What follows belongs to an exercise in optimizing a design on an open flow for small area, a short achievable clock period and few clock cycles; a production flow would make more cautious choices.
The RTL was checked by simulation tests, not by an equivalence proof against the original design.
Power and IR drop assume default switching activity.

`design.v`:
```
`timescale 1ns / 1ps
package ale_pkg;
    localparam int DEF_CAPACITY = 128;
    localparam int OP_W    = 3;
    localparam int VALUE_W = 32;
    localparam int POS_W   = 7;
    localparam int COUNT_W = 8;
    localparam logic [OP_W-1:0] OP_APPEND     = 3'd0;
    localparam logic [OP_W-1:0] OP_DEL_LAST   = 3'd1;
    localparam logic [OP_W-1:0] OP_DEL_AT     = 3'd2;
    localparam logic [OP_W-1:0] OP_SEARCH     = 3'd3;
    localparam logic [OP_W-1:0] OP_SEARCH_DEL = 3'd4;
    typedef struct packed {
        logic capture;    
        logic append;     
        logic dec;        
        logic set_ok;
        logic ptr_zero;   
        logic ptr_pin;    
        logic hit;        
        logic rd_en;      
        logic shift_wr;   
        logic publish;    
    } ale_cmd_t;
    typedef struct packed {
        logic [OP_W-1:0] op;
        logic            full;
        logic            empty;
        logic            pin_ok;
        logic            ptr_end;
        logic            rv;
        logic            match;
    } ale_status_t;
endpackage
`timescale 1ns / 1ps
module ale_g_nor2 (input logic a, input logic b, output logic y);
    assign y = !(a || b);
endmodule
module ale_g_nand2 (input logic a, input logic b, output logic y);
    assign y = !(a && b);
endmodule
module ale_g_inv (input logic a, output logic y);
    assign y = !a;
endmodule
module ale_g_andn (input logic a, input logic b, output logic y);
    assign y = a && !b;
endmodule
module ale_prefix
#(
    parameter int LOG = 7
)
(
    input  logic [2**LOG-1:0] x,
    output logic [2**LOG-1:0] yn
);
    localparam int N = 2**LOG;
    logic [(LOG+1)*N-1:0] s;
    assign s[N-1:0] = x;
    for (genvar l = 0; l < LOG; l++)
    begin : g_lvl
        for (genvar i = 0; i < N; i++)
        begin : g_node
            if (i < (1 << l))
            begin : g_pass
                ale_g_inv u_g (.a(s[l*N + i]), .y(s[(l+1)*N + i]));
            end
            else if ((l % 2) == 0)
            begin : g_nor
                ale_g_nor2 u_g (.a(s[l*N + i]), .b(s[l*N + i - (1 << l)]), .y(s[(l+1)*N + i]));
            end
            else
            begin : g_nand
                ale_g_nand2 u_g (.a(s[l*N + i]), .b(s[l*N + i - (1 << l)]), .y(s[(l+1)*N + i]));
            end
        end
    end
    if ((LOG % 2) == 1)
    begin : g_odd
        assign yn = s[LOG*N +: N];
    end
    else
    begin : g_even
        for (genvar i = 0; i < N; i++)
        begin : g_inv
            ale_g_inv u_g (.a(s[LOG*N + i]), .y(yn[i]));
        end
    end
endmodule
module ale_ortree
#(
    parameter int LOG = 6
)
(
    input  logic [2**LOG-1:0] x,
    output logic              y
);
    localparam int N = 2**LOG;
    if (LOG == 0)
    begin : g_one
        assign y = x[0];
    end
    else
    begin : g_tree
        logic [2*N-2:0] s;
        assign s[N-1:0] = x;
        for (genvar l = 0; l < LOG; l++)
        begin : g_lvl
            localparam int IB = 2*N - (2*N >> l);
            localparam int OB = 2*N - (N >> l);
            for (genvar m = 0; m < (N >> (l + 1)); m++)
            begin : g_node
                if ((l % 2) == 0)
                begin : g_nor
                    ale_g_nor2 u_g (.a(s[IB + 2*m]), .b(s[IB + 2*m + 1]), .y(s[OB + m]));
                end
                else
                begin : g_nand
                    ale_g_nand2 u_g (.a(s[IB + 2*m]), .b(s[IB + 2*m + 1]), .y(s[OB + m]));
                end
            end
        end
        if ((LOG % 2) == 1)
        begin : g_fix
            ale_g_inv u_g (.a(s[2*N-2]), .y(y));
        end
        else
        begin : g_ok
            assign y = s[2*N-2];
        end
    end
endmodule
module ale_enc
#(
    parameter int LOG = 7
)
(
    input  logic [2**LOG-1:0] pmn,    
    output logic [LOG-1:0]    pos
);
    for (genvar k = 0; k < LOG; k++)
    begin : g_bit
        localparam int T = 1 << (LOG - 1 - k);    
        logic [T-1:0] term;
        for (genvar m = 0; m < T; m++)
        begin : g_term
            ale_g_andn u_g (.a(pmn[(2*m + 1)*(1 << k) - 1]), .b(pmn[(2*m + 2)*(1 << k) - 1]),
                            .y(term[m]));
        end
        ale_ortree #(.LOG(LOG - 1 - k)) u_or (.x(term), .y(pos[k]));
    end
endmodule
`timescale 1ns / 1ps
module array_list_engine
#(
    parameter int CAPACITY = ale_pkg::DEF_CAPACITY
)
(
    input  logic                                clk,
    input  logic                                rst_n,
    input  logic                                req_valid,
    output logic                                req_ready,
    input  logic [ale_pkg::OP_W-1:0]            req_op,
    input  logic signed [ale_pkg::VALUE_W-1:0]  req_value,
    input  logic [ale_pkg::POS_W-1:0]           req_position_in,
    output logic                                rsp_valid,
    input  logic                                rsp_ready,
    output logic                                rsp_ok,
    output logic [ale_pkg::POS_W-1:0]           rsp_position_out,
    output logic [ale_pkg::COUNT_W-1:0]         rsp_count_out
);
    localparam int N  = CAPACITY;
    localparam int VW = ale_pkg::VALUE_W;
    localparam int PW = ale_pkg::POS_W;
    localparam int CW = ale_pkg::COUNT_W;
    localparam int RW = 1 + PW + CW;
    logic                     a_v;
    logic [ale_pkg::OP_W-1:0] a_op;
    logic [VW-1:0]            a_val;
    logic [PW-1:0]            a_pin;
    logic                     r_v;
    logic [ale_pkg::OP_W-1:0] r_op;
    logic [VW-1:0]            r_val;       
    logic [PW-1:0]            r_pin;
    logic [N-1:0]             mt;
    logic                     o0_v;
    logic                     o1_v;
    logic [RW-1:0]            o0;
    logic [RW-1:0]            o1;
    logic                     exec;
    logic                     adv;
    logic                     take;
    logic                     pop;
    logic                     a_v_next;
    logic                     r_v_next;
    logic                     o0_v_next;
    logic                     o1_v_next;
    assign exec = r_v && !o1_v;
    assign adv  = !r_v || !o1_v;
    assign take = req_valid && req_ready;
    assign pop  = o0_v && rsp_ready;
    always_comb
    begin
        a_v_next  = req_ready ? req_valid : a_v;
        r_v_next  = adv ? a_v : r_v;
        o0_v_next = o0_v;
        o1_v_next = o1_v;
        if (pop)
        begin
            o0_v_next = o1_v || exec;
            o1_v_next = 1'b0;
        end
        else if (exec)
        begin
            o0_v_next = 1'b1;
            o1_v_next = o0_v;
        end
    end
    always_ff @(posedge clk or negedge rst_n)
    begin
        if (!rst_n)
        begin
            a_v       <= 1'b0;
            r_v       <= 1'b0;
            o0_v      <= 1'b0;
            o1_v      <= 1'b0;
            req_ready <= 1'b1;
        end
        else
        begin
            a_v       <= a_v_next;
            r_v       <= r_v_next;
            o0_v      <= o0_v_next;
            o1_v      <= o1_v_next;
            req_ready <= !a_v_next || !r_v_next || !o1_v_next;
        end
    end
    always_ff @(posedge clk)
    begin
        if (take)
        begin
            a_op  <= req_op;
            a_val <= req_value;
            a_pin <= req_position_in;
        end
        if (adv)
        begin
            r_op  <= a_op;
            r_val <= (a_op == ale_pkg::OP_APPEND) ? a_val : '0;
            r_pin <= a_pin;
        end
    end
    logic [VW-1:0]  ent [N];
    logic [N-1:0]   vld;           
    logic [CW-1:0]  cnt;
    logic           is_app;
    logic           is_dlast;
    logic           is_dat;
    logic           is_srch;
    logic           is_sdel;
    logic           full;
    logic           empty;
    logic           pin_ok;
    assign is_app   = (r_op == ale_pkg::OP_APPEND);
    assign is_dlast = (r_op == ale_pkg::OP_DEL_LAST);
    assign is_dat   = (r_op == ale_pkg::OP_DEL_AT);
    assign is_srch  = (r_op == ale_pkg::OP_SEARCH);
    assign is_sdel  = (r_op == ale_pkg::OP_SEARCH_DEL);
    assign full     = vld[N-1];
    assign empty    = !vld[0];
    assign pin_ok   = ({1'b0, r_pin} < cnt);
    logic [N-1:0]   pmn;
    logic [N-1:0]   pm;
    logic           found;
    logic [PW-1:0]  hit_pos;
    ale_prefix #(.LOG(PW)) u_prefix (.x(mt), .yn(pmn));
    ale_enc    #(.LOG(PW)) u_enc    (.pmn(pmn), .pos(hit_pos));
    assign pm    = ~pmn;
    assign found = pm[N-1];
    logic [N-1:0]   ge;
    always_comb
    begin
        for (int i = 0; i < N; i++)
            ge[i] = (PW'(i) >= r_pin);
    end
    logic [N-1:0]   at_cnt;
    assign at_cnt = vld ^ {vld[N-2:0], 1'b1};
    logic [N-1:0]   shift;
    always_comb
    begin
        for (int i = 0; i < N; i++)
            shift[i] = exec && ((is_dat && ge[i])
                                || (is_dlast && ((i == N - 1) || !vld[(i < N - 1) ? i + 1 : i]))
                                || (is_sdel && pm[i]));
    end
    logic           do_app;
    logic           do_dec;
    logic           res_ok;
    logic [PW-1:0]  res_pos;
    assign do_app  = exec && is_app && !full;
    assign do_dec  = exec && ((is_dlast && !empty) || (is_dat && pin_ok) || (is_sdel && found));
    assign res_ok  = (is_app && !full) || (is_dlast && !empty) || (is_dat && pin_ok)
                     || ((is_srch || is_sdel) && found);
    assign res_pos = (is_srch || is_sdel) ? hit_pos : '0;
    always_ff @(posedge clk)
    begin
        for (int i = 0; i < N - 1; i++)
        begin
            if ((do_app && at_cnt[i]) || shift[i])
                ent[i] <= (ent[i + 1] & {VW{!is_app}}) | r_val;
        end
        if (do_app && at_cnt[N-1])
            ent[N-1] <= r_val;
    end
    logic [CW-1:0]  cnt_next;
    always_comb
    begin
        cnt_next = cnt;
        if (do_app)
            cnt_next = cnt + CW'(1);
        else if (do_dec)
            cnt_next = cnt - CW'(1);
    end
    always_ff @(posedge clk or negedge rst_n)
    begin
        if (!rst_n)
        begin
            vld <= '0;
            cnt <= '0;
        end
        else
        begin
            cnt <= cnt_next;
            if (do_app)
                vld <= {vld[N-2:0], 1'b1};
            else if (do_dec)
                vld <= {1'b0, vld[N-1:1]};
        end
    end
    logic [N:0]     raw;
    logic           eqv;
    logic [N-1:0]   mt_next;
    always_comb
    begin
        for (int i = 0; i < N; i++)
            raw[i] = vld[i] && (ent[i] == a_val);
        raw[N] = 1'b0;
    end
    assign eqv = (r_val == a_val);    
    always_comb
    begin
        for (int i = 0; i < N; i++)
            mt_next[i] = shift[i] ? raw[i + 1] : ((do_app && at_cnt[i]) ? eqv : raw[i]);
    end
    always_ff @(posedge clk)
    begin
        if (adv)
            mt <= mt_next;
    end
    logic [RW-1:0]  res;
    assign res = {res_ok, res_pos, cnt_next};
    always_ff @(posedge clk)
    begin
        if (pop)
        begin
            if (o1_v)
                o0 <= o1;
            else
                o0 <= res;
        end
        else if (exec)
        begin
            if (o0_v)
                o1 <= res;
            else
                o0 <= res;
        end
    end
    assign rsp_valid        = o0_v;
    assign rsp_ok           = o0[RW-1];
    assign rsp_position_out = o0[RW-2 -: PW];
    assign rsp_count_out    = o0[CW-1:0];
endmodule
```
`run.sh`:
```
#!/bin/bash
# synth_recipe.tcl (not shown) runs the flow's synth.tcl, then flattens the netlist and writes it again
# the make line also repeats each setting of config.mk as NAME=value (left out here)
make -C /OpenROAD-flow-scripts/flow DESIGN_CONFIG=/design/flow/config.mk WORK_HOME=/design/flow/orfs CLKGATE_MAP_FILE= SYNTH_SCRIPT=/design/flow/synth_recipe.tcl finish
```
`config.mk`:
```
export PLATFORM = sky130hd
export DESIGN_NAME = array_list_engine
export DESIGN_NICKNAME = array_list_engine
export VERILOG_FILES = /design/flow/design.v
export SDC_FILE = /design/flow/constraint.sdc
export NUM_CORES = 4
export LEC_CHECK = 0
export CAP_MARGIN = 20
export CORE_MARGIN = 2
export CORE_UTILIZATION = 40
export SETUP_SLACK_MARGIN = 3.0
export SLEW_MARGIN = 20
export SYNTH_HIERARCHICAL = 1
export SYNTH_MINIMUM_KEEP_SIZE = 0
```
`constraint.sdc`:
```
create_clock -name core_clock -period 6.0 [get_ports {clk}]
set_input_delay 1.2000 -clock core_clock [delete_from_list [all_inputs] [get_ports {clk}]]
set_output_delay 1.2000 -clock core_clock [all_outputs]
set_load 0.01 [all_outputs]
```
==> results.toml, run 1 <==
[timing]
finalCritPeriodShare_pct = 56.55
worst_slew_pin_slew_ns = 1.303
maxSlewViolCount = 0
final.hold.worst_slack_ns = 0.4488
fmax_mhz = 294.7
fin_worst_skew_ns = 0.08285
rsz0062_at_grt = "true"
fin_ws_ns = 2.607
finalSetupViolCount = 0
finalSetupTns_ns = 0
min_period_ns = 3.393
max_slew_margin_pct = 13.13
hold_violations = 0

[yosys]
synthTopCellsByCount = "edfxtp_1 (4340), a21o_1 (4068), xor2_1 (2134)"
ys_ff_latch = 4481
synthCells = 18821
ys_seq_area_share_pct = 57.27
yosys.area.top_type = "edfxtp_1"
ys.flop_type = "edfxtp_1"
syn-num-nets = 18875
ys_warn_count = 8
synthArstFlopShare_pct = 3.147
yosysUniqueCellTypes = 71
syn_avg_cell_area_um2 = 12.42
synth_edf_count = 4340
synth.most_common_cell = "edfxtp_1"
synth.cell_area_mm2 = 0.2337
synth_top_area_share_pct = 55.76
ys_top_cells_by_area = "edfxtp_1 (56%), a21o_1 (13%), xor2_1 (8.0%)"

[routing]
wl_mm = 1135
drt_iter0_drc = 29825
final_antenna_net_count = 0
num_vias = 177767
wl_per_cell_um = 40.86
drt-vias-per-instance = 6.397
firstDrtPassIters = 9
drc_errors = 0

[die]
die_y_um = 768.4
rows = 280
start_util_pct = 40.17
fp.dieArea_mm2 = 0.5905
die_x_um = 768.4
core_mm2 = 0.5819
num_io_pins = 64

[finish]
final_cells = 27789
fillCellCount = 50365
nNetsFinal = 19637
area_growth_pct = 23.66
drive_above_1_share_pct = 21.84

[hold_path]
holdPathEnd = "r_pin[5]"
holdPathStages = 0
holdCritStartpoint = "a_pin[5]"
hold_path_class = "flip-flop to flip-flop"

[clocking]
clk_pin_slew_worst_paths_ns = 0.06
clk_latency_ns = 1.13
htreeDepth = 6
clockRootBuffer = "clkbuf_16"
tritoncts = "built"
cts_sinks = 4481
cts_buffers = 521
cts_buffer_depth = 4

[pwr]
ir_drop_uv = 482.9
finalPower_uw = 151800
power.leakage_uw = 0.1141
p_per_area_mw_per_mm2 = 525.0

[worst_setup_path]
crit_path_end_kind = "flip-flop"
cp_max_fo = 6
cp.arrival_ns = 4.21
critPathLaunchType = "flip-flop"
rrSetupSlack_ns = 2.61
r2r-start = "a_val[7]"
cp.required_ns = 6.81
ff2ff_path_depth = 10
crit_type = "flip-flop to flip-flop"
worstReg2RegEnd = "mt[65]"

[global_route]
grt_pass1_vias = 164373
grt_antenna_before_repair = 77
grt.total_usage_pct = 35.71
grt_pass1_wl_mm = 1461
grt_overflow = 0
grt_max_degree = 217

[place]
place.gp.congestion = 1.006
port_buffers = 63
dp_slack_ns = 1.229
dp_hpwl_mm = 686.1
dp_cells = 25593

[flow_run]
maxCapViolations = 0

[outcome]
status = "no timing/DRC/antenna violations"
## cells in the final DEF, fill, tap and decap left out, types with 138 or more instances in the layout
cell type / count
nand2_1: 550
nor4_1: 367
clkbuf_16: 618
dfrtp_1: 138
inv_1: 157
xnor2_1: 1942
nand2_2: 180
buf_6: 241
a21o_1: 4067
buf_4: 1001
nor2_1: 261
buf_12: 337
nor2_4: 252
xor2_1: 2127
nand4_1: 592
nor4_2: 152
edfxtp_1: 4340
nand3_1: 146
buf_16: 160
## critical path, stage by stage, from the launching register on
cell and delay [ns]:
edfxtp_1 0.50, buf_12 0.22, buf_4 0.17, xnor2_2 0.39
nand4_1 0.28, nor4_4 0.38, nand2_4 0.10, buf_12 0.15
buf_16 0.18, buf_16 0.18, o211ai_1 0.48
## modules after synthesis (local to each module, per instance), a selection
| module | cell area (µm²) | flops+latches | cells |
|---|---|---|---|
| ale_g_nor2 | 3.754 | 0 | 1 |
| array_list_engine | 227200 | 4481 | 17546 |
| ale_g_inv | 3.754 | 0 | 1 |
| ale_g_nand2 | 3.754 | 0 | 1 |
| ale_g_andn | 13.76 | 0 | 1 |
## registers in the layout, summed over array words and instances, names as in the netlist, 7 cells and up
signal,count
ent,4096
mt,128
vld,128
a_val,32
r_val,32
o0,16
o1,16
cnt,8
a_pin,7
r_pin,7
## metal layers
metal	vias up	GRT usage, %	share of wire (%)
met5	-	0	0.035
li1	69619	-	-
met3	2884	8.990	13
met4	54	18.84	7.3
met2	14156	52.15	42
met1	91054	48.94	38
## power by group
| group | switching (µW) | internal (µW) | total [µW] |
|---|---|---|---|
| sequential | 7580 | 48900 | 56500 |
| clock | 14300 | 17800 | 32200 |
| combinational | 40200 | 22900 | 63100 |
| total | 62200 | 89600 | 152000 |
## cell families (layout without fill, tap and decap cells)
logic type,after synthesis,count (layout),synth area share (%)
compound gates,4745,4757,14.93
xor+xnor,4239,4239,15.88
fa+ha+maj,8,8,0.04283
buf+inv,1994,3149,3.846
flops,4481,4481,57.27
mux,174,174,0.7789
other cells,0,27,0
simple gates,3180,3199,7.252
## metrics by stage
stage / util [%] / area (µm²)
2_1_floorplan: - / 234100
4_1_cts: 47.47 / 276200
3_3_place_gp: 41.88 / 243700
6_report: 49.67 / 289000
5_1_grt: 49.66 / 289000
3_5_place_dp: 41.92 / 243900
## worst max-delay path by stage
| stage | startpoint | endpoint | slack, ns | depth (start not counted) |
|---|---|---|---|---|
| final | a_val[7] | mt[65] | 2.61 | 10 |
| after global placement | r_op[1] | mt[24] | 0.98 | 8 |
| after floorplan | r_op[1] | ent[36][0] | 1.99 | 8 |
| after CTS | mt[45] | o0[9] | 2.70 | 17 |
| after detailed placement | r_op[1] | mt[24] | 1.23 | 8 |
| after global routing | mt[79] | vld[119] | 2.64 | 17 |
## final cells by class
| type | instances | area [µm²] | share of cell area, % |
|---|---|---|---|
| multi-input cells | 12377 | 101400 | 35.10 |
| repair buffers | 2004 | 26370 | 9.124 |
| flip-flops and latches | 4481 | 133900 | 46.31 |
| well taps | 7755 | 9703 | 3.357 |
| clock buffers | 664 | 13780 | 4.769 |
| inverters | 198 | 828.3 | 0.2866 |
| diodes | 27 | 67.56 | 0.02338 |
| clock inverters | 283 | 2984 | 1.032 |
## repair_timing
item,CTS,global route
cloned,105,108
gates resized for setup,1868,1290
hold buffers,1,0
endpoints found under the hold margin,1,0
buffers inserted,508,500
endpoints found under the setup margin,7726,4674
pin swaps,352,571
Testbench counts, summed over its fixed seeds: cycles 4,824.
==> inputs of run 2 (changes only) <==
--- a/design.v
+++ b/design.v
@@ -330,10 +330,13 @@
         else
         begin
             cnt <= cnt_next;
-            if (do_app)
-                vld <= {vld[N-2:0], 1'b1};
-            else if (do_dec)
-                vld <= {1'b0, vld[N-1:1]};
+            for (int i = 0; i < N; i++)
+            begin
+                if (do_app && at_cnt[i])
+                    vld[i] <= 1'b1;
+                else if (shift[i])
+                    vld[i] <= (i < N - 1) ? vld[(i < N - 1) ? i + 1 : i] : 1'b0;
+            end
         end
     end
     logic [N:0]     raw;
==> run 2 against run 1 <==
Compared with the run above: still clean on timing, DRC and antenna; synthesized area barely moved; first-iteration DRC count fell by 9.8%; sequential share of layout area rose by 2.2 points; global-route usage fell by 2.3 points; utilization fell by 2.3 points; critical path type unchanged; largest cell class unchanged.
==> results.toml, run 2 <==
[global_route]
grt_max_degree = 253
grt_antenna_before_repair = 50
grt_pass1_vias = 161981
grt_pass1_wl_mm = 1381
grt.total_usage_pct = 33.40
grt_overflow = 0

[clocking]
clockRootBuffer = "clkbuf_16"
clk_latency_ns = 1.12
cts_buffer_depth = 4
cts_sinks = 4481
tritoncts = "built"
cts_hold_repair.buffers = 0
cts_buffers = 480
htreeDepth = 5
clk_pin_slew_worst_paths_ns = 0.08

[worst_setup_path]
cp.required_ns = 6.83
crit_path_end_kind = "flip-flop"
critPathLaunchType = "flip-flop"
cp_max_fo = 214
crit_type = "flip-flop to flip-flop"
ff2ff_path_depth = 7
cp.arrival_ns = 4.14

[yosys]
ys_warn_count = 8
synth-compound-area-share_pct = 14.83
yosysUniqueCellTypes = 79
synthTopCellsByCount = "edfxtp_1 (4340), a21o_1 (4077), xor2_1 (2491)"
yosys.area_share.simple_pct = 7.383
synth.cell_area_mm2 = 0.2337
ys_top_cells_by_area = "edfxtp_1 (56%), a21o_1 (13%), xor2_1 (9.3%)"
ys.flop_type = "edfxtp_1"
synth_edf_count = 4340
syn_avg_cell_area_um2 = 12.47
synth-xor-area-share_pct = 15.83
synthArstFlopShare_pct = 3.147
synth_top_area_share_pct = 55.77
synthCells = 18733
ys_seq_area_share_pct = 57.28
synth.most_common_cell = "edfxtp_1"
ys_ff_latch = 4481
synth_mux_area_share_pct = 0.8293
yosys.area.top_type = "edfxtp_1"
syn-num-nets = 18787
synth_top_family_by_area = "XOR/XNOR gates"
synth_fa_ha_area_share_pct = 0.04283

[timing]
maxSlewViolCount = 0
rsz0062_at_grt = "true"
finalCritPeriodShare_pct = 55.19
fmax_mhz = 302.0
max_slew_margin_pct = 10.29
min_period_ns = 3.311
finalSetupViolCount = 0
worst_slew_pin_slew_ns = 1.346
finalSetupTns_ns = 0
fin_worst_skew_ns = 0.1176
hold_violations = 0

[finish]
drive_above_1_share_pct = 17.23
final_common_cell = "edfxtp_1"
reg_top3 = "ent: 4096 flops, mt: 128 flops, vld: 128 flops"
area_growth_pct = 17.96
final_cells = 27177
nNetsFinal = 19004
largest_reg_flops = 4096
largest_register = "ent"
most-common-layout-cells = "edfxtp_1 (4340), a21o_1 (4074), xor2_1 (2489)"

[routing]
num_vias = 171204
final_antenna_net_count = 0
wl_per_cell_um = 38.55
drt-vias-per-instance = 6.300
drt_iter0_drc = 26914
drc_errors = 0
firstDrtPassIters = 8
wl_mm = 1048

[pwr]
switching_share_pct = 40.42
clock_power_share_pct = 20.8
pwr-share-comb_pct = 40.1
p_int_uw = 86630
power.leakage_uw = 0.1083
ir_drop_uv = 757.0
p_per_area_mw_per_mm2 = 527.4
seqPwrFrac_pct = 39.1
switchingPower_uw = 58760

[place]
place.gp.congestion = 1.024
dp_cells = 25455
port_buffers = 63
dp_hpwl_mm = 637.0

[hold_path]
hold_path_class = "primary input to asynchronous set/reset pin"

[die]
core_mm2 = 0.5816
num_io_pins = 64
die_x_um = 768.4
fp.dieArea_mm2 = 0.5904
start_util_pct = 40.18
rows = 280
die_y_um = 768.4

[flow_run]
maxCapViolations = 0

[outcome]
status = "no timing/DRC/antenna violations"
## run 2: cell count changes after synthesis, sizes merged, moves of 67 or more
cell and delta:
nand2 -89, nand3 +67, nand4 -130, nor3 +79, o21ai -101, xnor2 -373
xor2 +357
## run 2: per-module statistics from Yosys, one instance, submodules excluded, excerpt
module | cell area (µm²) | copies in the design | cells inside | flops+latches
array_list_engine | 227200 | 1 | 17458 | 4481
ale_g_nor2 | 3.754 | 508 | 1 | 0
ale_g_nand2 | 3.754 | 381 | 1 | 0
ale_g_andn | 13.76 | 127 | 1 | 0
ale_g_inv | 3.754 | 130 | 1 | 0
## run 2: worst max-delay path, stage by stage (launching register included)
cell	delay (ns)
edfxtp_1	0.45
buf_4	0.22
or3_4	0.47
buf_12	0.17
buf_4	0.17
buf_16	0.23
clkbuf_16	0.57
a21o_1	0.24
## run 2: cells by family (layout without fill, tap and decap cells)
kind of cell,Yosys count,count (layout)
AO/OA/AOI/OAI,4689,4690
XOR/XNOR,4223,4223
adder cells (fa/ha/maj),8,8
buffers and inverters,1931,2510
flip-flops,4481,4481
multiplexers,189,189
other,0,57
AND/OR/NAND/NOR,3212,3264
## run 2: metrics by stage
step	worst slack [ns]	cell area [µm²]	utilization (%)	hold WS [ns]	power, µW
6_report	2.689	275700	47.40	0.03679	145400
5_1_grt	2.769	275600	47.39	0.07776	148500
4_1_cts	2.694	268000	46.08	0.04800	140300
3_5_place_dp	1.551	242500	41.70	0.4113	106100
3_3_place_gp	1.396	242400	41.69	0.4194	106000
2_1_floorplan	2.059	233800	-	0.4003	84910
## run 2: layout make-up
class	count	area, µm²
Fill cell	51767	305900
Clock buffer	605	12670
Timing Repair Buffer	1403	18240
Inverter	210	849.6
Multi-Input combinational cell	12374	97390
Tap cell	7755	9703
Antenna cell	57	142.6
Clock inverter	292	2808
Sequential cell	4481	133900
## run 2: routing by layer
layer / routed length (µm) / vias to the layer above / global-route usage [%]
li1: - / 68166 / -
met1: 397000 / 87803 / 45.20
met2: 443200 / 12569 / 49.46
met3: 131600 / 2638 / 7.776
met4: 75740 / 28 / 18.62
met5: 193 / - / 0.01623
## run 2: path summary, 6_finish.rpt
path / to / from / slack [ns]
hold / removal: r_v / rst_n / 0.04
hold reg to reg: r_pin[3] / a_pin[3] / 0.43
max in group asynchronous: vld[122] / rst_n / 4.65
min in group core_clock: r_pin[3] / a_pin[3] / 0.43
setup reg to reg: ent[46][25] / r_op[0] / 2.69
setup / recovery: ent[46][25] / r_op[0] / 2.69
## run 2: what timing repair did
action / 4_1_cts / 5_1_grt
gates cloned: 96 / 55
gates resized for setup: 1269 / 851
pin swaps: 142 / 252
endpoints found under the hold margin: 0 / 0
buffers inserted: 300 / 315
endpoints found under the setup margin: 7313 / 4510
## run 2: power by group through the flow
stage / logic [µW] / registers (µW) / clock network, µW
after global routing: 60000 / 57200 / 31300
after global placement: 48700 / 57300 / 0
after CTS: 53700 / 56400 / 30200
after detailed placement: 49000 / 57200 / 0
after floorplan: 31200 / 53700 / 0
final: 58300 / 56900 / 30200
Testbench counts of run 2, summed over its fixed seeds: cycles 4,824.
==> inputs of run 3 (changes only) <==
--- a/design.v
+++ b/design.v
@@ -149,6 +149,45 @@
         ale_ortree #(.LOG(LOG - 1 - k)) u_or (.x(term), .y(pos[k]));
     end
 endmodule
+module ale_g_o21ai (input logic a1, input logic a2, input logic b1, output logic y);
+    assign y = !((a1 || a2) && b1);
+endmodule
+module ale_g_lmux (input logic s1n, input logic s2n, input logic a, input logic b,
+                   output logic y);
+    assign y = (s1n || s2n) ? a : b;
+endmodule
+module ale_g_xnor2 (input logic a, input logic b, output logic y);
+    assign y = !(a ^ b);
+endmodule
+module ale_g_nand4 (input logic a, input logic b, input logic c, input logic d,
+                    output logic y);
+    assign y = !(a && b && c && d);
+endmodule
+module ale_g_nand3 (input logic a, input logic b, input logic c, output logic y);
+    assign y = !(a && b && c);
+endmodule
+module ale_eq32 (input logic [31:0] a, input logic [31:0] b, input logic v,
+                 output logic m);
+    logic [31:0] x;
+    logic [7:0]  n4;
+    logic [3:0]  a8;
+    logic [1:0]  n16;
+    for (genvar k = 0; k < 32; k++)
+    begin : g_x
+        ale_g_xnor2 u_g (.a(a[k]), .b(b[k]), .y(x[k]));
+    end
+    for (genvar k = 0; k < 8; k++)
+    begin : g_n4
+        ale_g_nand4 u_g (.a(x[4*k]), .b(x[4*k+1]), .c(x[4*k+2]), .d(x[4*k+3]), .y(n4[k]));
+    end
+    for (genvar k = 0; k < 4; k++)
+    begin : g_a8
+        ale_g_nor2 u_g (.a(n4[2*k]), .b(n4[2*k+1]), .y(a8[k]));
+    end
+    ale_g_nand3 u_n16a (.a(a8[0]), .b(a8[1]), .c(v), .y(n16[0]));
+    ale_g_nand2 u_n16b (.a(a8[2]), .b(a8[3]), .y(n16[1]));
+    ale_g_nor2  u_m    (.a(n16[0]), .b(n16[1]), .y(m));
+endmodule
 `timescale 1ns / 1ps
 module array_list_engine
 #(
@@ -182,34 +221,45 @@
     logic [VW-1:0]            r_val;       
     logic [PW-1:0]            r_pin;
     logic [N-1:0]             mt;
+    logic                     c_v;
+    logic                     c_ok;
+    logic                     c_pv;        
+    logic [CW-1:0]            c_cnt;
+    logic [N-1:0]             c_pmn;
     logic                     o0_v;
     logic                     o1_v;
     logic [RW-1:0]            o0;
     logic [RW-1:0]            o1;
+    logic                     full3;
     logic                     exec;
     logic                     adv;
     logic                     take;
     logic                     pop;
+    logic                     c_go;
     logic                     a_v_next;
     logic                     r_v_next;
+    logic                     c_v_next;
     logic                     o0_v_next;
     logic                     o1_v_next;
-    assign exec = r_v && !o1_v;
-    assign adv  = !r_v || !o1_v;
-    assign take = req_valid && req_ready;
-    assign pop  = o0_v && rsp_ready;
+    assign full3 = c_v && o0_v && o1_v;
+    assign exec  = r_v && !full3;
+    assign adv   = !r_v || !full3;
+    assign take  = req_valid && req_ready;
+    assign pop   = o0_v && rsp_ready;
+    assign c_go  = c_v && (!o1_v || pop);
     always_comb
     begin
         a_v_next  = req_ready ? req_valid : a_v;
         r_v_next  = adv ? a_v : r_v;
+        c_v_next  = exec || (c_v && !c_go);
         o0_v_next = o0_v;
         o1_v_next = o1_v;
         if (pop)
         begin
-            o0_v_next = o1_v || exec;
-            o1_v_next = 1'b0;
+            o0_v_next = o1_v || c_go;
+            o1_v_next = o1_v && c_go;
         end
-        else if (exec)
+        else if (c_go)
         begin
             o0_v_next = 1'b1;
             o1_v_next = o0_v;
@@ -221,6 +271,7 @@
         begin
             a_v       <= 1'b0;
             r_v       <= 1'b0;
+            c_v       <= 1'b0;
             o0_v      <= 1'b0;
             o1_v      <= 1'b0;
             req_ready <= 1'b1;
@@ -229,9 +280,10 @@
         begin
             a_v       <= a_v_next;
             r_v       <= r_v_next;
+            c_v       <= c_v_next;
             o0_v      <= o0_v_next;
             o1_v      <= o1_v_next;
-            req_ready <= !a_v_next || !r_v_next || !o1_v_next;
+            req_ready <= !a_v_next || !r_v_next || !(c_v_next && o0_v_next && o1_v_next);
         end
     end
     always_ff @(posedge clk)
@@ -269,13 +321,9 @@
     assign empty    = !vld[0];
     assign pin_ok   = ({1'b0, r_pin} < cnt);
     logic [N-1:0]   pmn;
-    logic [N-1:0]   pm;
     logic           found;
-    logic [PW-1:0]  hit_pos;
     ale_prefix #(.LOG(PW)) u_prefix (.x(mt), .yn(pmn));
-    ale_enc    #(.LOG(PW)) u_enc    (.pmn(pmn), .pos(hit_pos));
-    assign pm    = ~pmn;
-    assign found = pm[N-1];
+    assign found = !pmn[N-1];
     logic [N-1:0]   ge;
     always_comb
     begin
@@ -284,31 +332,36 @@
     end
     logic [N-1:0]   at_cnt;
     assign at_cnt = vld ^ {vld[N-2:0], 1'b1};
-    logic [N-1:0]   shift;
+    logic           do_app;
+    logic           do_dec;
+    logic           sdel_n;        
+    assign do_app = exec && is_app && !full;
+    assign do_dec = exec && ((is_dlast && !empty) || (is_dat && pin_ok) || (is_sdel && found));
+    assign sdel_n = !(exec && is_sdel);
+    logic [N-1:0]   sh_e;
+    logic [N-1:0]   we_n;
+    logic [N-1:0]   we;
     always_comb
     begin
         for (int i = 0; i < N; i++)
-            shift[i] = exec && ((is_dat && ge[i])
-                                || (is_dlast && ((i == N - 1) || !vld[(i < N - 1) ? i + 1 : i]))
-                                || (is_sdel && pm[i]));
+        begin
+            sh_e[i] = exec && ((is_dat && ge[i])
+                               || (is_dlast && ((i == N - 1) || !vld[(i < N - 1) ? i + 1 : i])));
+            we_n[i] = !(sh_e[i] || (do_app && at_cnt[i]));
+        end
+    end
+    for (genvar i = 0; i < N; i++)
+    begin : g_we
+        ale_g_o21ai u_we (.a1(sdel_n), .a2(pmn[i]), .b1(we_n[i]), .y(we[i]));
     end
-    logic           do_app;
-    logic           do_dec;
-    logic           res_ok;
-    logic [PW-1:0]  res_pos;
-    assign do_app  = exec && is_app && !full;
-    assign do_dec  = exec && ((is_dlast && !empty) || (is_dat && pin_ok) || (is_sdel && found));
-    assign res_ok  = (is_app && !full) || (is_dlast && !empty) || (is_dat && pin_ok)
-                     || ((is_srch || is_sdel) && found);
-    assign res_pos = (is_srch || is_sdel) ? hit_pos : '0;
     always_ff @(posedge clk)
     begin
         for (int i = 0; i < N - 1; i++)
         begin
-            if ((do_app && at_cnt[i]) || shift[i])
-                ent[i] <= (ent[i + 1] & {VW{!is_app}}) | r_val;
+            if (we[i])
+                ent[i] <= (ent[i + 1] & {VW{!at_cnt[i]}}) | r_val;
         end
-        if (do_app && at_cnt[N-1])
+        if (we[N-1])
             ent[N-1] <= r_val;
     end
     logic [CW-1:0]  cnt_next;
@@ -332,51 +385,69 @@
             cnt <= cnt_next;
             for (int i = 0; i < N; i++)
             begin
-                if (do_app && at_cnt[i])
-                    vld[i] <= 1'b1;
-                else if (shift[i])
-                    vld[i] <= (i < N - 1) ? vld[(i < N - 1) ? i + 1 : i] : 1'b0;
+                if (we[i])
+                    vld[i] <= do_app || ((i < N - 1) && vld[(i < N - 1) ? i + 1 : i]);
             end
         end
     end
+    always_ff @(posedge clk)
+    begin
+        if (exec)
+        begin
+            c_ok  <= (is_app && !full) || (is_dlast && !empty) || (is_dat && pin_ok)
+                     || ((is_srch || is_sdel) && found);
+            c_pv  <= (is_srch || is_sdel) && found;
+            c_cnt <= cnt_next;
+            c_pmn <= pmn;
+        end
+    end
     logic [N:0]     raw;
     logic           eqv;
+    logic [N-1:0]   mt_base;
     logic [N-1:0]   mt_next;
-    always_comb
-    begin
-        for (int i = 0; i < N; i++)
-            raw[i] = vld[i] && (ent[i] == a_val);
-        raw[N] = 1'b0;
+    for (genvar i = 0; i < N; i++)
+    begin : g_eq
+        ale_eq32 u_eq (.a(ent[i]), .b(a_val), .v(vld[i]), .m(raw[i]));
     end
+    assign raw[N] = 1'b0;
     assign eqv = (r_val == a_val);    
     always_comb
     begin
         for (int i = 0; i < N; i++)
-            mt_next[i] = shift[i] ? raw[i + 1] : ((do_app && at_cnt[i]) ? eqv : raw[i]);
+            mt_base[i] = sh_e[i] ? raw[i + 1] : ((do_app && at_cnt[i]) ? eqv : raw[i]);
+    end
+    for (genvar i = 0; i < N; i++)
+    begin : g_mt
+        ale_g_lmux u_mt (.s1n(sdel_n), .s2n(pmn[i]), .a(mt_base[i]), .b(raw[i + 1]),
+                         .y(mt_next[i]));
     end
     always_ff @(posedge clk)
     begin
         if (adv)
             mt <= mt_next;
     end
+    logic [PW-1:0]  c_pos;
     logic [RW-1:0]  res;
-    assign res = {res_ok, res_pos, cnt_next};
-    always_ff @(posedge clk)
+    ale_enc #(.LOG(PW)) u_enc (.pmn(c_pmn), .pos(c_pos));
+    assign res = {c_ok, c_pv ? c_pos : PW'(0), c_cnt};
+    always_ff @(posedge clk or negedge rst_n)
     begin
-        if (pop)
+        if (!rst_n)
+            o0 <= '0;
+        else if (pop)
         begin
             if (o1_v)
                 o0 <= o1;
             else
                 o0 <= res;
         end
-        else if (exec)
-        begin
-            if (o0_v)
-                o1 <= res;
-            else
-                o0 <= res;
-        end
+        else if (c_go && !o0_v)
+            o0 <= res;
+    end
+    always_ff @(posedge clk)
+    begin
+        if (c_go && (pop ? o1_v : o0_v))
+            o1 <= res;
     end
     assign rsp_valid        = o0_v;
     assign rsp_ok           = o0[RW-1];
--- a/config.mk
+++ b/config.mk
@@ -7,7 +7,7 @@
 export LEC_CHECK = 0
 export CAP_MARGIN = 20
 export CORE_MARGIN = 2
-export CORE_UTILIZATION = 40
+export CORE_UTILIZATION = 50
 export SETUP_SLACK_MARGIN = 3.0
 export SLEW_MARGIN = 20
 export SYNTH_HIERARCHICAL = 1
==> run 3 against run 2 <==
Compared with the run above: critical path type unchanged; count of clock-buffer cells in the layout rose by 92; non-clock buffer count is 632 lower; synthesized cell count rose by 2.3%.
==> results.toml, run 3 <==
[timing]
fmax_mhz = 315.8
fin_worst_skew_ns = 0.05755
worst_slew_pin_slew_ns = 1.238
hold_violations = 0
min_period_ns = 3.167
maxSlewViolCount = 0
fin_ws_ns = 2.833
finalCritPeriodShare_pct = 52.78
max_slew_margin_pct = 17.45
finalSetupViolCount = 0
rsz0062_at_grt = "true"

[yosys]
synth_fa_ha_area_share_pct = 0.04212
yosys.area.top_type = "edfxtp_1"
synth-compound-area-share_pct = 15.09
synthTopCellsByCount = "edfxtp_1 (4462), xnor2_1 (4262), a21o_1 (4066)"
yosys.area_share.simple_pct = 7.978
syn_avg_cell_area_um2 = 12.40
ys_seq_area_share_pct = 58.05
synth_top_area_share_pct = 56.39
ys.flop_type = "edfxtp_1"
synth_top_family_by_area = "XOR/XNOR gates"
ys_warn_count = 9
ys_ff_latch = 4620
synth-xor-area-share_pct = 15.71
ys_top_cells_by_area = "edfxtp_1 (56%), xnor2_1 (16%), a21o_1 (13%)"
synthCells = 19159
synthArstFlopShare_pct = 3.420
syn-num-nets = 19213
synth_edf_count = 4462
synth.cell_area_mm2 = 0.2376
synth_mux_area_share_pct = 0.8815
synth.most_common_cell = "edfxtp_1"
yosysUniqueCellTypes = 77

[finish]
area_growth_pct = 14.66
final_area_mm2 = 0.2725
largest_register = "ent"
most-common-layout-cells = "edfxtp_1 (4462), xnor2_1 (4133), a21o_1 (4066)"
nNetsFinal = 19501
drive_above_1_share_pct = 11.60
final_common_cell = "edfxtp_1"
largest_reg_flops = 4096

[global_route]
use_met3_pct = 6.525
grt_max_degree = 129
met1_usage_pct = 43.78
grt_pass1_wl_mm = 1205
grt_pass1_vias = 162075
grt.total_usage_pct = 34.68
grt_antenna_before_repair = 52
grt_overflow = 0
grt_use_met2_pct = 56.96
top_usage_layer = "met2"

[die]
core_mm2 = 0.4739
die_y_um = 693.4
start_util_pct = 50.14
fp.dieArea_mm2 = 0.4808
die_x_um = 693.4
rows = 253
num_io_pins = 64

[routing]
drc_errors = 0
firstDrtPassIters = 6
wl_mm = 863.8
final_antenna_net_count = 0
drt-vias-per-instance = 6.230
num_vias = 162856
drt_iter0_drc = 17501
wl_per_cell_um = 33.04

[clocking]
clk_pin_slew_worst_paths_ns = 0.06
clockRootBuffer = "clkbuf_16"
clk_latency_ns = 1.11
cts_buffer_depth = 4
tritoncts = "built"
htreeDepth = 6
cts_sinks = 4620
cts_buffers = 532

[place]
place.gp.congestion = 1.001
dp_slack_ns = 1.597
dp_hpwl_mm = 544.3
placed_area_mm2 = 0.2481
port_buffers = 63

[worst_setup_path]
cp_max_fo = 34
r2r-start = "r_pin[4]"
crit_top_cell = "nand2_1"
cp.required_ns = 6.74
worstReg2RegEnd = "ent[4][31]"
ff2ff_path_depth = 8
max_stage_delay_ns = 0.54
rrSetupSlack_ns = 2.83
cp_slowest_cell = "edfxtp_1"
crit_path_end_kind = "flip-flop"
cp.arrival_ns = 3.91
critPathLaunchType = "flip-flop"
worstPathCellList = "buf_4 > nor2_4 > nand2_1 > o22ai_1 > nand2_1 > o21a_1 > o21ai_4 > buf_6"
crit_type = "flip-flop to flip-flop"

[pwr]
power.leakage_uw = 0.1062
ir_drop_uv = 433.9
p_per_area_mw_per_mm2 = 564.3

[outcome]
status = "no timing/DRC/antenna violations"

[flow_run]
maxCapViolations = 0

[hold_path]
hold_path_class = "primary input to asynchronous set/reset pin"
run 3: cell types whose count changed after synthesis, moves of 305 or more:
cell and change:
xnor2_1 +2530, xor2_1 -2491, nor2_1 +1173, nor4_1 -620, nand4_1 +573, buf_2 -305
run 3: kinds of logic (layout without fill, tap and decap cells):
group / count (synthesis) / after routing
compound gates: 4965 / 5029
flops: 4620 / 4620
xor+xnor: 4262 / 4262
simple gates: 3873 / 3883
buf+inv: 1242 / 1882
mux: 188 / 188
fa+ha+maj: 8 / 8
other cells: 1 / 23
run 3: timing repair:
item | CTS | global route
buffers inserted | 147 | 49
hold buffers | 0 | 0
resized for setup | 601 | 264
setup endpoints to repair | 4482 | 3270
gates cloned | 87 | 24
pin swaps | 91 | 33
run 3: how the worst max path moves through the flow:
stage,startpoint,to,cells after the start
CTS,r_pin[2],vld[93],10
detailed placement,r_pin[1],vld[93],9
finish,r_pin[4],ent[4][31],8
global route,r_op[2],mt[118],9
floorplan,o0_v,mt[0],2
global placement,r_pin[4],ent[96][16],9
run 3: cell type report:
type / count / area, µm²
well taps: 6247 / 7816
clock inverters: 263 / 2705
repair inverters: 1 / 8.758
fillers: 38672 / 201400
flip-flops and latches: 4620 / 138000
inverters: 150 / 624.3
clock buffers: 697 / 14360
diodes: 22 / 55.05
repair buffers: 771 / 9858
multi-input cells: 13371 / 99070
run 3: modules after synthesis (local to each module, per instance), a selection:
module / area, µm² / copies in the design / cells inside / flops+latches
ale_g_o21ai: 5.005 / 128 / 1 / 0
ale_g_lmux: 15.01 / 128 / 2 / 0
ale_g_nand3: 5.005 / 128 / 1 / 0
ale_g_inv: 3.754 / 130 / 1 / 0
ale_g_nor2: 3.754 / 1148 / 1 / 0
ale_g_nand4: 6.256 / 1024 / 1 / 0
ale_g_xnor2: 8.758 / 4096 / 1 / 0
ale_g_nand2: 3.754 / 509 / 1 / 0
ale_g_andn: 13.76 / 127 / 1 / 0
array_list_engine: 182700 / 1 / 11484 / 4620
run 3: power by group:
part           internal, µW  switching (µW)  total, µW  leakage, µW
clock                 18400           14000      32400      0.00829
combinational         23900           36900      60800       0.0547
sequential            52500            8140      60600       0.0432
total                 94700           59100     154000        0.106
run 3: routing by layer:
metal,wire length [µm],vias up
li1,-,70031
met1,332900,83082
met2,405000,7543
met3,71310,2186
met4,54410,14
met5,100,-
run 3: metrics by stage:
stage	power (µW)	hold slack (ns)	instances	util, %	TNS, ns
4_1_cts	152400	0.05245	26045	57.07	0
5_1_grt	159700	0.08693	26122	57.48	0
2_1_floorplan	98130	0.4003	19159	-	-226.48
3_3_place_gp	116900	0.4025	24848	52.34	0
6_report	153700	0.07989	26142	57.49	0
3_5_place_dp	117400	0.4183	24851	52.35	0
run 3: worst max-delay path: cells and delay by family, from the launching register on:
kind	cells	cell delay, ns
AOI/OAI and AO/OA	3	0.50
buffers and inverters	2	0.59
and+or+nand+nor	3	1.10
DFF	1	0.54
Testbench counts of run 3, summed over its fixed seeds: cycles 4,832.
==> inputs of run 4 (changes only) <==
--- a/design.v
+++ b/design.v
@@ -220,6 +220,8 @@
     logic [ale_pkg::OP_W-1:0] r_op;
     logic [VW-1:0]            r_val;       
     logic [PW-1:0]            r_pin;
+    logic [N-1:0]             r_dat;       
+    logic [N-1:0]             a_dat;
     logic [N-1:0]             mt;
     logic                     c_v;
     logic                     c_ok;
@@ -299,8 +301,14 @@
             r_op  <= a_op;
             r_val <= (a_op == ale_pkg::OP_APPEND) ? a_val : '0;
             r_pin <= a_pin;
+            r_dat <= a_dat;
         end
     end
+    always_comb
+    begin
+        for (int i = 0; i < N; i++)
+            a_dat[i] = (a_op == ale_pkg::OP_DEL_AT) && (PW'(i) >= a_pin);
+    end
     logic [VW-1:0]  ent [N];
     logic [N-1:0]   vld;           
     logic [CW-1:0]  cnt;
@@ -324,12 +332,6 @@
     logic           found;
     ale_prefix #(.LOG(PW)) u_prefix (.x(mt), .yn(pmn));
     assign found = !pmn[N-1];
-    logic [N-1:0]   ge;
-    always_comb
-    begin
-        for (int i = 0; i < N; i++)
-            ge[i] = (PW'(i) >= r_pin);
-    end
     logic [N-1:0]   at_cnt;
     assign at_cnt = vld ^ {vld[N-2:0], 1'b1};
     logic           do_app;
@@ -345,7 +347,7 @@
     begin
         for (int i = 0; i < N; i++)
         begin
-            sh_e[i] = exec && ((is_dat && ge[i])
+            sh_e[i] = exec && (r_dat[i]
                                || (is_dlast && ((i == N - 1) || !vld[(i < N - 1) ? i + 1 : i])));
             we_n[i] = !(sh_e[i] || (do_app && at_cnt[i]));
         end
--- a/config.mk
+++ b/config.mk
@@ -7,7 +7,9 @@
 export LEC_CHECK = 0
 export CAP_MARGIN = 20
 export CORE_MARGIN = 2
-export CORE_UTILIZATION = 50
+export CORE_UTILIZATION = 55
+export CTS_CLUSTER_DIAMETER = 80
+export CTS_CLUSTER_SIZE = 20
 export SETUP_SLACK_MARGIN = 3.0
 export SLEW_MARGIN = 20
 export SYNTH_HIERARCHICAL = 1
==> run 4 against run 3 <==
Compared with the run above: still clean on timing, DRC and antenna; register-to-register slack worse by 0.12 ns; design area down 2.0%; sequential share of layout area up 2.5 points.
==> results.toml, run 4 <==
[outcome]
status = "no timing/DRC/antenna violations"

[worst_setup_path]
cp.required_ns = 6.76
startpoint = "a_val[20]"
crit_path_end_kind = "flip-flop"
ff2ff_path_depth = 12
crit_type = "flip-flop to flip-flop"
crit_top_cell = "buf_12"
cp_top_family = "simple AND/OR/NAND/NOR gates"
worst-path-buf-inv = 4
cp_max_fo = 42
rrSetupSlack_ns = 2.71
critPathLaunchType = "flip-flop"
cp.arrival_ns = 4.05
cp_slowest_cell = "edfxtp_1"
cp.depth = 12
max_stage_delay_ns = 0.42
worstPathCellList = "buf_12 > buf_12 > buf_4 > buf_12 > xnor2_1 > nand4_1 > nor2_1 > nand2_1 > nor2_1 > and2_1 > a211o_1 > mux2_1"
r2r-start = "a_val[20]"

[die]
die_y_um = 666.6
rows = 243
fp.dieArea_mm2 = 0.4443
core_mm2 = 0.4375
die_x_um = 666.6
start_util_pct = 55.19
num_io_pins = 64

[global_route]
grt_overflow = 0
grt_pass1_vias = 162038
grt_pass1_wl_mm = 1216
grt_antenna_before_repair = 76
grt.total_usage_pct = 38.28
grt_max_degree = 132

[routing]
drt-vias-per-instance = 6.498
final_antenna_net_count = 0
num_vias = 165247
firstDrtPassIters = 8
wl_per_cell_um = 34.36
drt_iter0_drc = 20472
drc_errors = 0
wl_mm = 873.9

[yosys]
ys_top_cells_by_area = "edfxtp_1 (57%), xnor2_1 (15%), a21o_1 (13%)"
synth-compound-area-share_pct = 14.29
yosysUniqueCellTypes = 52
synthCells = 19434
yosys.area_share.simple_pct = 8.630
synth_top_family_by_area = "XOR/XNOR gates"
syn_avg_cell_area_um2 = 12.42
yosys.area.top_type = "edfxtp_1"
ys_seq_area_share_pct = 58.72
syn-num-nets = 19488
synth_mux_area_share_pct = 0.6773
synth-xor-area-share_pct = 15.46
synth.cell_area_mm2 = 0.2415
synth.most_common_cell = "edfxtp_1"
synth_top_area_share_pct = 57.08
synthTopCellsByCount = "edfxtp_1 (4590), xnor2_1 (4237), a21o_1 (4077)"
ys_warn_count = 9
synth_fa_ha_area_share_pct = 0.04145
synthArstFlopShare_pct = 3.328
ys.flop_type = "edfxtp_1"
synth_edf_count = 4590
ys_ff_latch = 4748

[timing]
worst_slew_pin_slew_ns = 1.349
rsz0062_at_grt = "true"
finalCritPeriodShare_pct = 54.82
finalSetupTns_ns = 0
hold_violations = 0
min_period_ns = 3.289
fin_worst_skew_ns = 0.05634
max_slew_margin_pct = 10.05
finalSetupViolCount = 0
fmax_mhz = 304.0
final.hold.worst_slack_ns = 0.1306
maxSlewViolCount = 0

[place]
place.gp.congestion = 1.038
dp_hpwl_mm = 544.1
port_buffers = 63
dp_cells = 24633

[clocking]
cts_buffer_depth = 4
tritoncts = "built"
htreeDepth = 5
cts_sinks = 4748
cts_hold_repair.buffers = 0
clockRootBuffer = "clkbuf_16"
clk_pin_slew_worst_paths_ns = 0.09
clk_latency_ns = 1.02
cts_buffers = 282

[finish]
final_common_cell = "edfxtp_1"
largest_register = "ent"
largest_reg_flops = 4096
drive_above_1_share_pct = 9.463
most-common-layout-cells = "edfxtp_1 (4590), xnor2_1 (4092), a21o_1 (4077)"
nNetsFinal = 19522
post-route-util_pct = 61.00
area_growth_pct = 10.53
final_cells = 25431

[pwr]
power.leakage_uw = 0.1047
finalPower_uw = 151700
p_per_area_mw_per_mm2 = 568.3
ir_drop_uv = 406.8

[flow_run]
maxCapViolations = 0

[hold_path]
hold_path_class = "primary input to asynchronous set/reset pin"
[run 4: cell types whose count changed after synthesis, moves of 40 or more]
cell / delta
nor2_1: +133
o21ai_1: -52
nor3_1: +114
buf_2: -59
edfxtp_1: +128
clkbuf_1: +75
nand2_1: +59
o21a_1: -81
o31a_1: -40
and2_1: +126
o21ai_0: -69
a211o_1: +125
[run 4: routing by layer]
layer	track usage (%)	routed length, µm
met1	48.83	328200
met2	61.29	402400
met3	8.357	85060
met4	20.33	57660
met5	0.1845	537
[run 4: logic make-up after synthesis]
group	count (synthesis)
DFF	4748
AOI/OAI and AO/OA	4742
and+or+nand+nor	4284
xor gates and xnor gates	4261
buffers and inverters	1243
muxes	147
adders and majority gates	8
other	1
[run 4: layout make-up]
| cell class | instances | area, µm² |
|---|---|---|
| Fill cell | 34812 | 170600 |
| Timing Repair inverter | 1 | 8.758 |
| Clock buffer | 430 | 7875 |
| Sequential cell | 4748 | 141800 |
| Clock inverter | 30 | 434.2 |
| Tap cell | 5757 | 7203 |
| Antenna cell | 30 | 75.07 |
| Multi-Input combinational cell | 13501 | 99180 |
| Inverter | 148 | 590.6 |
| Timing Repair Buffer | 786 | 9718 |
[run 4: what timing repair did]
item | 4_1_cts | 5_1_grt
setup buffers | 136 | 71
gates cloned | 75 | 19
pin swaps | 68 | 113
gates resized for setup | 421 | 327
endpoints found under the setup margin | 4487 | 2006
[run 4: worst register-to-register path: stages (launching register included)]
cell and delay, ns:
edfxtp_1 0.42, buf_12 0.17, buf_12 0.14, buf_4 0.20, buf_12 0.18, xnor2_1 0.63
nand4_1 0.11, nor2_1 0.06, nand2_1 0.23, nor2_1 0.18, and2_1 0.17, a211o_1 0.27
mux2_1 0.28
[run 4: final timing paths]
check                                to
worst max register to register   mt[20]
worst max-delay path             mt[20]
worst min-delay path            vld[87]
max in group asynchronous        vld[0]
worst min register to register    o1[3]
min in group core_clock           o1[3]
[run 4: where the power goes]
| group | switching, µW | internal [µW] |
|---|---|---|
| sequential | 9800 | 56500 |
| clock | 11500 | 9470 |
| combinational | 38600 | 25700 |
[run 4: per-module statistics from Yosys, one instance, submodules excluded, excerpt]
module | cell area (µm²) | times used
ale_g_nor2 | 3.754 | 1148
array_list_engine | 186600 | 1
ale_g_o21ai | 5.005 | 128
ale_g_andn | 13.76 | 127
ale_g_nand4 | 6.256 | 1024
ale_g_xnor2 | 8.758 | 4096
ale_g_nand2 | 3.754 | 509
ale_g_lmux | 15.01 | 128
ale_g_nand3 | 5.005 | 128
ale_g_inv | 3.754 | 130
[run 4: metrics by stage]
| step | area, µm² | setup WS [ns] |
|---|---|---|
| 2_1_floorplan | 241500 | -6.217 |
| 5_1_grt | 266800 | 2.855 |
| 4_1_cts | 264200 | 2.829 |
| 3_3_place_gp | 251000 | 1.594 |
| 6_report | 266900 | 2.711 |
| 3_5_place_dp | 251500 | 1.845 |
Testbench counts of run 4, summed over its fixed seeds: cycles 4,832.
==> inputs of run 5 (changes only) <==
--- a/design.v
+++ b/design.v
@@ -352,19 +352,26 @@
             we_n[i] = !(sh_e[i] || (do_app && at_cnt[i]));
         end
     end
+    logic [N-1:0]   we2;
     for (genvar i = 0; i < N; i++)
     begin : g_we
-        ale_g_o21ai u_we (.a1(sdel_n), .a2(pmn[i]), .b1(we_n[i]), .y(we[i]));
+        ale_g_o21ai u_we  (.a1(sdel_n), .a2(pmn[i]), .b1(we_n[i]), .y(we[i]));
+        ale_g_o21ai u_we2 (.a1(sdel_n), .a2(pmn[i]), .b1(we_n[i]), .y(we2[i]));
     end
+    localparam int HW = VW / 2;
     always_ff @(posedge clk)
     begin
         for (int i = 0; i < N - 1; i++)
         begin
             if (we[i])
-                ent[i] <= (ent[i + 1] & {VW{!at_cnt[i]}}) | r_val;
+                ent[i][HW-1:0] <= (ent[i + 1][HW-1:0] & {HW{!at_cnt[i]}}) | r_val[HW-1:0];
+            if (we2[i])
+                ent[i][VW-1:HW] <= (ent[i + 1][VW-1:HW] & {(VW-HW){!at_cnt[i]}}) | r_val[VW-1:HW];
         end
         if (we[N-1])
-            ent[N-1] <= r_val;
+            ent[N-1][HW-1:0] <= r_val[HW-1:0];
+        if (we2[N-1])
+            ent[N-1][VW-1:HW] <= r_val[VW-1:HW];
     end
     logic [CW-1:0]  cnt_next;
     always_comb
--- a/config.mk
+++ b/config.mk
@@ -10,7 +10,7 @@
 export CORE_UTILIZATION = 55
 export CTS_CLUSTER_DIAMETER = 80
 export CTS_CLUSTER_SIZE = 20
-export SETUP_SLACK_MARGIN = 3.0
+export SETUP_SLACK_MARGIN = 3.2
 export SLEW_MARGIN = 20
 export SYNTH_HIERARCHICAL = 1
 export SYNTH_MINIMUM_KEEP_SIZE = 0
==> run 5 against run 4 <==
Compared with the run above: the layout now fails its checks (max-slew violations); wire length grew 11%; synthesized cell count decreased by 0.59%; setup slack better by 0.27 ns; utilization grew 0.20 points; clock skew down 0.0038 ns; worst hold slack improved by 0.027 ns; count of clock-buffer cells in the layout decreased by 5; largest power group is now combinational cells.
==> results.toml, run 5 <==
[outcome]
status = "finished with violations"
so.violations = "max-slew violations"

[global_route]
grt_antenna_before_repair = 73
grt_overflow = 0
grt.total_usage_pct = 41.16
grt_pass1_wl_mm = 1277
grt_max_degree = 111
grt_pass1_vias = 165711

[routing]
wl_mm = 971.8
drt-vias-per-instance = 6.647
drc_errors = 0
drt_iter0_drc = 21932
wl_per_cell_um = 38.00
final_antenna_net_count = 0
firstDrtPassIters = 7
num_vias = 170010

[clocking]
tritoncts = "built"
cts_sinks = 4748
htreeDepth = 5
clk_latency_ns = 1.02
cts_hold_repair.buffers = 0
cts_buffer_depth = 4
clockRootBuffer = "clkbuf_16"
clk_pin_slew_worst_paths_ns = 0.08
cts_buffers = 282

[hold_path]
hold_path_class = "primary input to asynchronous set/reset pin"

[place]
dp_cells = 24726
place.gp.congestion = 1.026
dp_hpwl_mm = 578.7
placed_area_mm2 = 0.2519
port_buffers = 63

[yosys]
syn-num-nets = 19374
yosysUniqueCellTypes = 64
synth.most_common_cell = "edfxtp_1"
synth.cell_area_mm2 = 0.2415
synth_edf_count = 4590
synth_top_area_share_pct = 57.08
syn_avg_cell_area_um2 = 12.50
ys_ff_latch = 4748
yosys.area.top_type = "edfxtp_1"
ys.flop_type = "edfxtp_1"
ys_top_cells_by_area = "edfxtp_1 (57%), xnor2_1 (15%), a21o_1 (13%)"
synthArstFlopShare_pct = 3.328
synthCells = 19320
ys_seq_area_share_pct = 58.72
ys_warn_count = 9
synthTopCellsByCount = "edfxtp_1 (4590), xnor2_1 (4256), a21o_1 (4073)"

[finish]
multi_input_area_mm2 = 0.09671
final_common_cell = "edfxtp_1"
fillCellCount = 34959
final_area_mm2 = 0.2678
seq_area_mm2 = 0.1418
area_growth_pct = 10.89
final_cells = 25576
drive_above_1_share_pct = 10.10
largest_register = "ent"
most-common-layout-cells = "edfxtp_1 (4590), xnor2_1 (4102), a21o_1 (4073)"
nNetsFinal = 19640
largest_reg_flops = 4096

[worst_setup_path]
crit_type = "flip-flop to flip-flop"
critPathLaunchType = "flip-flop"
cp_max_fo = 8
worstReg2RegEnd = "r_dat[44]"
r2r-start = "a_pin[0]"
cp.required_ns = 6.70
crit_path_end_kind = "flip-flop"
ff2ff_path_depth = 7
cp.arrival_ns = 3.72
rrSetupSlack_ns = 2.98

[die]
core_mm2 = 0.4375
fp.dieArea_mm2 = 0.4444
rows = 243
die_y_um = 666.6
die_x_um = 666.6
start_util_pct = 55.19
num_io_pins = 64

[timing]
max_slew_margin_pct = -1.955
final.hold.worst_slack_ns = 0.1580
rsz0062_at_grt = "true"
finalSetupViolCount = 0
finalSetupTns_ns = 0
min_period_ns = 3.019
fin_worst_skew_ns = 0.05252
worst_slew_pin_slew_ns = 1.529
maxSlewViolCount = 23
fmax_mhz = 331.2
finalCritPeriodShare_pct = 50.32
hold_violations = 0

[flow_run]
maxCapViolations = 0

[pwr]
finalPower_uw = 164600
p_per_area_mw_per_mm2 = 614.8
ir_drop_uv = 491.4
power.leakage_uw = 0.1067
run 5: cell type report:
| class | instances | share of cell area (%) |
|---|---|---|
| well taps | 5757 | 2.690 |
| repair inverters | 3 | 0.009813 |
| clock inverters | 37 | 0.1528 |
| repair buffers | 1068 | 4.717 |
| flip-flops and latches | 4748 | 52.95 |
| clock buffers | 425 | 2.919 |
| diodes | 55 | 0.05140 |
| multi-input cells | 13217 | 36.12 |
| inverters | 266 | 0.3902 |
run 5: how the worst max path moves through the flow:
stage / endpoint / slack (ns) / startpoint / cells past startpoint
floorplan: mt[0] / -6.17 / o0_v / 2
global placement: ent[126][3] / 1.79 / o1_v / 6
detailed placement: ent[103][15] / 1.72 / o1_v / 7
CTS: mt[14] / 3.07 / a_val[0] / 10
global route: req_ready / 3.07 / req_ready / 1
finish: r_dat[44] / 2.98 / a_pin[0] / 7
run 5: per-layer routing:
layer	track usage, %	vias up	routed length [µm]
met5	0.3364	-	453
met4	30.06	46	95220
met3	10.61	3510	110000
met2	65.33	10438	432700
met1	48.58	85632	333400
li1	-	70384	-
run 5: Yosys stat by module (local to each module, per instance), a selection:
| module | flip-flops and latches | times used | cell area, µm² |
|---|---|---|---|
| ale_g_nand2 | 0 | 509 | 3.754 |
| ale_g_inv | 0 | 130 | 3.754 |
| array_list_engine | 4748 | 1 | 185900 |
| ale_g_nor2 | 0 | 1148 | 3.754 |
| ale_g_lmux | 0 | 128 | 15.01 |
| ale_g_xnor2 | 0 | 4096 | 8.758 |
| ale_g_nand3 | 0 | 128 | 5.005 |
| ale_g_andn | 0 | 127 | 13.76 |
| ale_g_nand4 | 0 | 1024 | 6.256 |
run 5: cells by family (layout without fill, tap and decap cells):
logic type / Yosys count / count (layout) / share of synthesized area [%]
AOI/OAI and AO/OA: 5239 / 5239 / 15.45
xor gates and xnor gates: 4261 / 4261 / 15.46
adders and majority gates: 8 / 8 / 0.04145
buffers and inverters: 1359 / 1799 / 2.339
DFF: 4748 / 4748 / 58.72
muxes: 146 / 146 / 0.6720
other: 1 / 56 / 0.001553
and+or+nand+nor: 3558 / 3562 / 7.327
run 5: worst max-delay path, cell delays in order (launching register included):
cell	delay [ns]
edfxtp_1	0.33
buf_4	0.36
buf_4	0.42
o21a_2	0.39
and2_2	0.41
buf_4	0.39
or2_2	0.23
a21oi_2	0.12
run 5: timing repair:
item,CTS,global route
gates cloned,45,52
pin swaps,14,41
gates resized for setup,442,341
setup endpoints to repair,4912,1050
setup buffers,147,89
hold endpoints to repair,0,0
run 5: metrics by stage:
step	setup slack (ns)	utilization (%)
4_1_cts	3.068	60.37
2_1_floorplan	-6.174	-
3_3_place_gp	1.791	57.57
3_5_place_dp	1.718	57.58
5_1_grt	3.072	61.18
6_report	2.981	61.20
run 5: power breakdown:
group,internal (µW),total (µW),switching (µW)
Combinational,28800,72400,43600
Sequential,59600,71400,11800
Clock,9300,20800,11500
Total,97800,165000,66900
Testbench counts of run 5, summed over its fixed seeds: cycles 4,832.
==> inputs of run 6 (changes only) <==
--- a/config.mk
+++ b/config.mk
@@ -5,12 +5,12 @@
 export SDC_FILE = /design/flow/constraint.sdc
 export NUM_CORES = 4
 export LEC_CHECK = 0
-export CAP_MARGIN = 20
+export CAP_MARGIN = 30
 export CORE_MARGIN = 2
 export CORE_UTILIZATION = 55
 export CTS_CLUSTER_DIAMETER = 80
 export CTS_CLUSTER_SIZE = 20
 export SETUP_SLACK_MARGIN = 3.2
-export SLEW_MARGIN = 20
+export SLEW_MARGIN = 40
 export SYNTH_HIERARCHICAL = 1
 export SYNTH_MINIMUM_KEEP_SIZE = 0
==> run 6 against run 5 <==
Compared with the run above: now clean on timing, DRC and antenna; sequential cell count stayed put; via count is 0.14% lower; first-iteration DRC count is 2.1% lower; combinational power hardly changed; sequential power hardly changed; setup slack better by 0.0027 ns; clock skew is 0.00079 ns lower; synthesized cell count stayed put; global-route usage is 0.12 points higher; die area stayed put; critical path type unchanged; largest cell class unchanged.
==> results.toml, run 6 <==
[outcome]
status = "no timing/DRC/antenna violations"

[timing]
min_period_ns = 3.016
fmax_mhz = 331.5
final.hold.worst_slack_ns = 0.04178
max_slew_margin_pct = 33.81
finalCritPeriodShare_pct = 50.27
fin_worst_skew_ns = 0.05173
finalSetupViolCount = 0
maxSlewViolCount = 0

[die]
num_io_pins = 64
rows = 243
die_y_um = 666.6
start_util_pct = 55.19

[yosys]
ys_seq_area_share_pct = 58.72
ys_top_cells_by_area = "edfxtp_1 (57%), xnor2_1 (15%), a21o_1 (13%)"
yosysUniqueCellTypes = 64
synthTopCellsByCount = "edfxtp_1 (4590), xnor2_1 (4256), a21o_1 (4073)"
ys_warn_count = 9
synth_edf_count = 4590
synth.most_common_cell = "edfxtp_1"
syn_avg_cell_area_um2 = 12.50
synth.cell_area_mm2 = 0.2415
synth_top_area_share_pct = 57.08
synthCells = 19320
yosys.area.top_type = "edfxtp_1"
ys.flop_type = "edfxtp_1"
synthArstFlopShare_pct = 3.328
syn-num-nets = 19374

[clocking]
clockRootBuffer = "clkbuf_16"
clk_pin_slew_worst_paths_ns = 0.10
clk_latency_ns = 1.04
cts_sinks = 4748
cts_buffer_depth = 4
htreeDepth = 5

[worst_setup_path]
crit_type = "flip-flop to flip-flop"
cp_slowest_cell = "nand2b_1"
rrSetupSlack_ns = 2.98
crit_top_cell = "buf_4"
r2r-start = "a_pin[0]"
worstPathCellList = "buf_4 > buf_4 > nand2_1 > nand2b_1 > and2_2 > o21ai_0"
worst-path-buf-inv = 2
ff2ff_path_depth = 6
cp.depth = 6
cp.required_ns = 6.71
cp_top_family = "simple AND/OR/NAND/NOR gates"
cp.arrival_ns = 3.72
startpoint = "a_pin[0]"
worstSetupEndpoint = "r_dat[122]"

[finish]
nNetsFinal = 19661
post-route-util_pct = 61.38
largest_register = "ent"
area_growth_pct = 11.21
largest_reg_flops = 4096

[global_route]
grt_antenna_before_repair = 86
use_met3_pct = 10.16
grt_use_met2_pct = 65.46
grt_overflow = 0
grt_pass1_vias = 166111
grt_pass1_wl_mm = 1281
grt.total_usage_pct = 41.28
grt_max_degree = 151
met1_usage_pct = 48.85

[hold_path]
hold_path_class = "primary input to asynchronous set/reset pin"

[routing]
firstDrtPassIters = 7
final_antenna_net_count = 0
drc_errors = 0
wl_per_cell_um = 37.41

[pwr]
power.leakage_uw = 0.1069
p_per_area_mw_per_mm2 = 613.6

[flow_run]
maxCapViolations = 0

[place]
port_buffers = 63
==> run 6: cell counts after synthesis <==
No cell type changed its count.
==> run 6: kinds of logic (layout without fill, tap and decap cells) <==
logic type | Yosys count | after routing | synth area share (%)
compound gates | 5239 | 5239 | 15.45
flops | 4748 | 4748 | 58.72
xor+xnor | 4261 | 4261 | 15.46
simple gates | 3558 | 3562 | 7.327
buf+inv | 1359 | 1848 | 2.339
mux | 146 | 146 | 0.6720
fa+ha+maj | 8 | 8 | 0.04145
other cells | 1 | 75 | 0.001553
==> run 6: worst min-delay path by stage <==
stage	from	end	slack, ns	cells past startpoint
2_1_floorplan	a_pin[3]	r_pin[3]	0.42	0
3_3_place_gp	c_cnt[3]	o1[3]	0.45	0
3_5_place_dp	c_cnt[6]	o1[6]	0.46	0
4_1_cts	rst_n	vld[78]	0.008	1
5_1_grt	rst_n	vld[78]	0.04	1
6_report	rst_n	vld[102]	0.04	1
==> run 6: per-stage QoR <==
step	power, µW	area [µm²]	cells	setup WS (ns)	setup TNS (ns)
2_1_floorplan	114200	241500	19320	-6.174	-1850.01
3_3_place_gp	138400	251900	24724	1.791	0
3_5_place_dp	139200	252800	24757	1.736	0
4_1_cts	161800	265600	25453	3.059	0
5_1_grt	170800	268400	25598	3.079	0
6_report	164800	268500	25644	2.984	0
==> run 6: area by class of cell <==
class                   count  area share, %
clock inverters            40         0.1584
well taps                5757          2.682
diodes                     74        0.06896
repair inverters            3       0.009784
repair buffers           1087          4.883
flip-flops and latches   4748          52.80
multi-input cells       13217          36.00
inverters                 266         0.3918
clock buffers             452          2.999
==> run 6: routing by layer <==
metal  vias to the layer above  wire length [µm]
li1                      70499                 -
met1                     85261            329200
met2                     10538            433200
met3                      3446            106400
met4                        32             90250
met5                         -               337
==> run 6: power breakdown <==
part	leakage [µW]	internal [µW]	switching, µW
Clock	0.00407	9530	11500
Combinational	0.0572	29000	43300
Sequential	0.0456	59600	11800
==> run 6: repair_timing <==
item / in CTS / in global routing
buffers inserted: 157 / 75
cloned: 47 / 37
endpoints found under the setup margin: 4515 / 1226
pin swaps: 39 / 53
hold buffers: 0 / 0
resized for setup: 470 / 274
==> run 6: modules after synthesis, one instance, submodules excluded, excerpt <==
module             cell area, µm²  cells  flip-flops and latches
ale_g_nand4                 6.256      1                       0
ale_g_andn                  13.76      1                       0
ale_g_inv                   3.754      1                       0
ale_g_o21ai                 5.005      1                       0
array_list_engine          185900  11517                    4748
ale_g_nor2                  3.754      1                       0
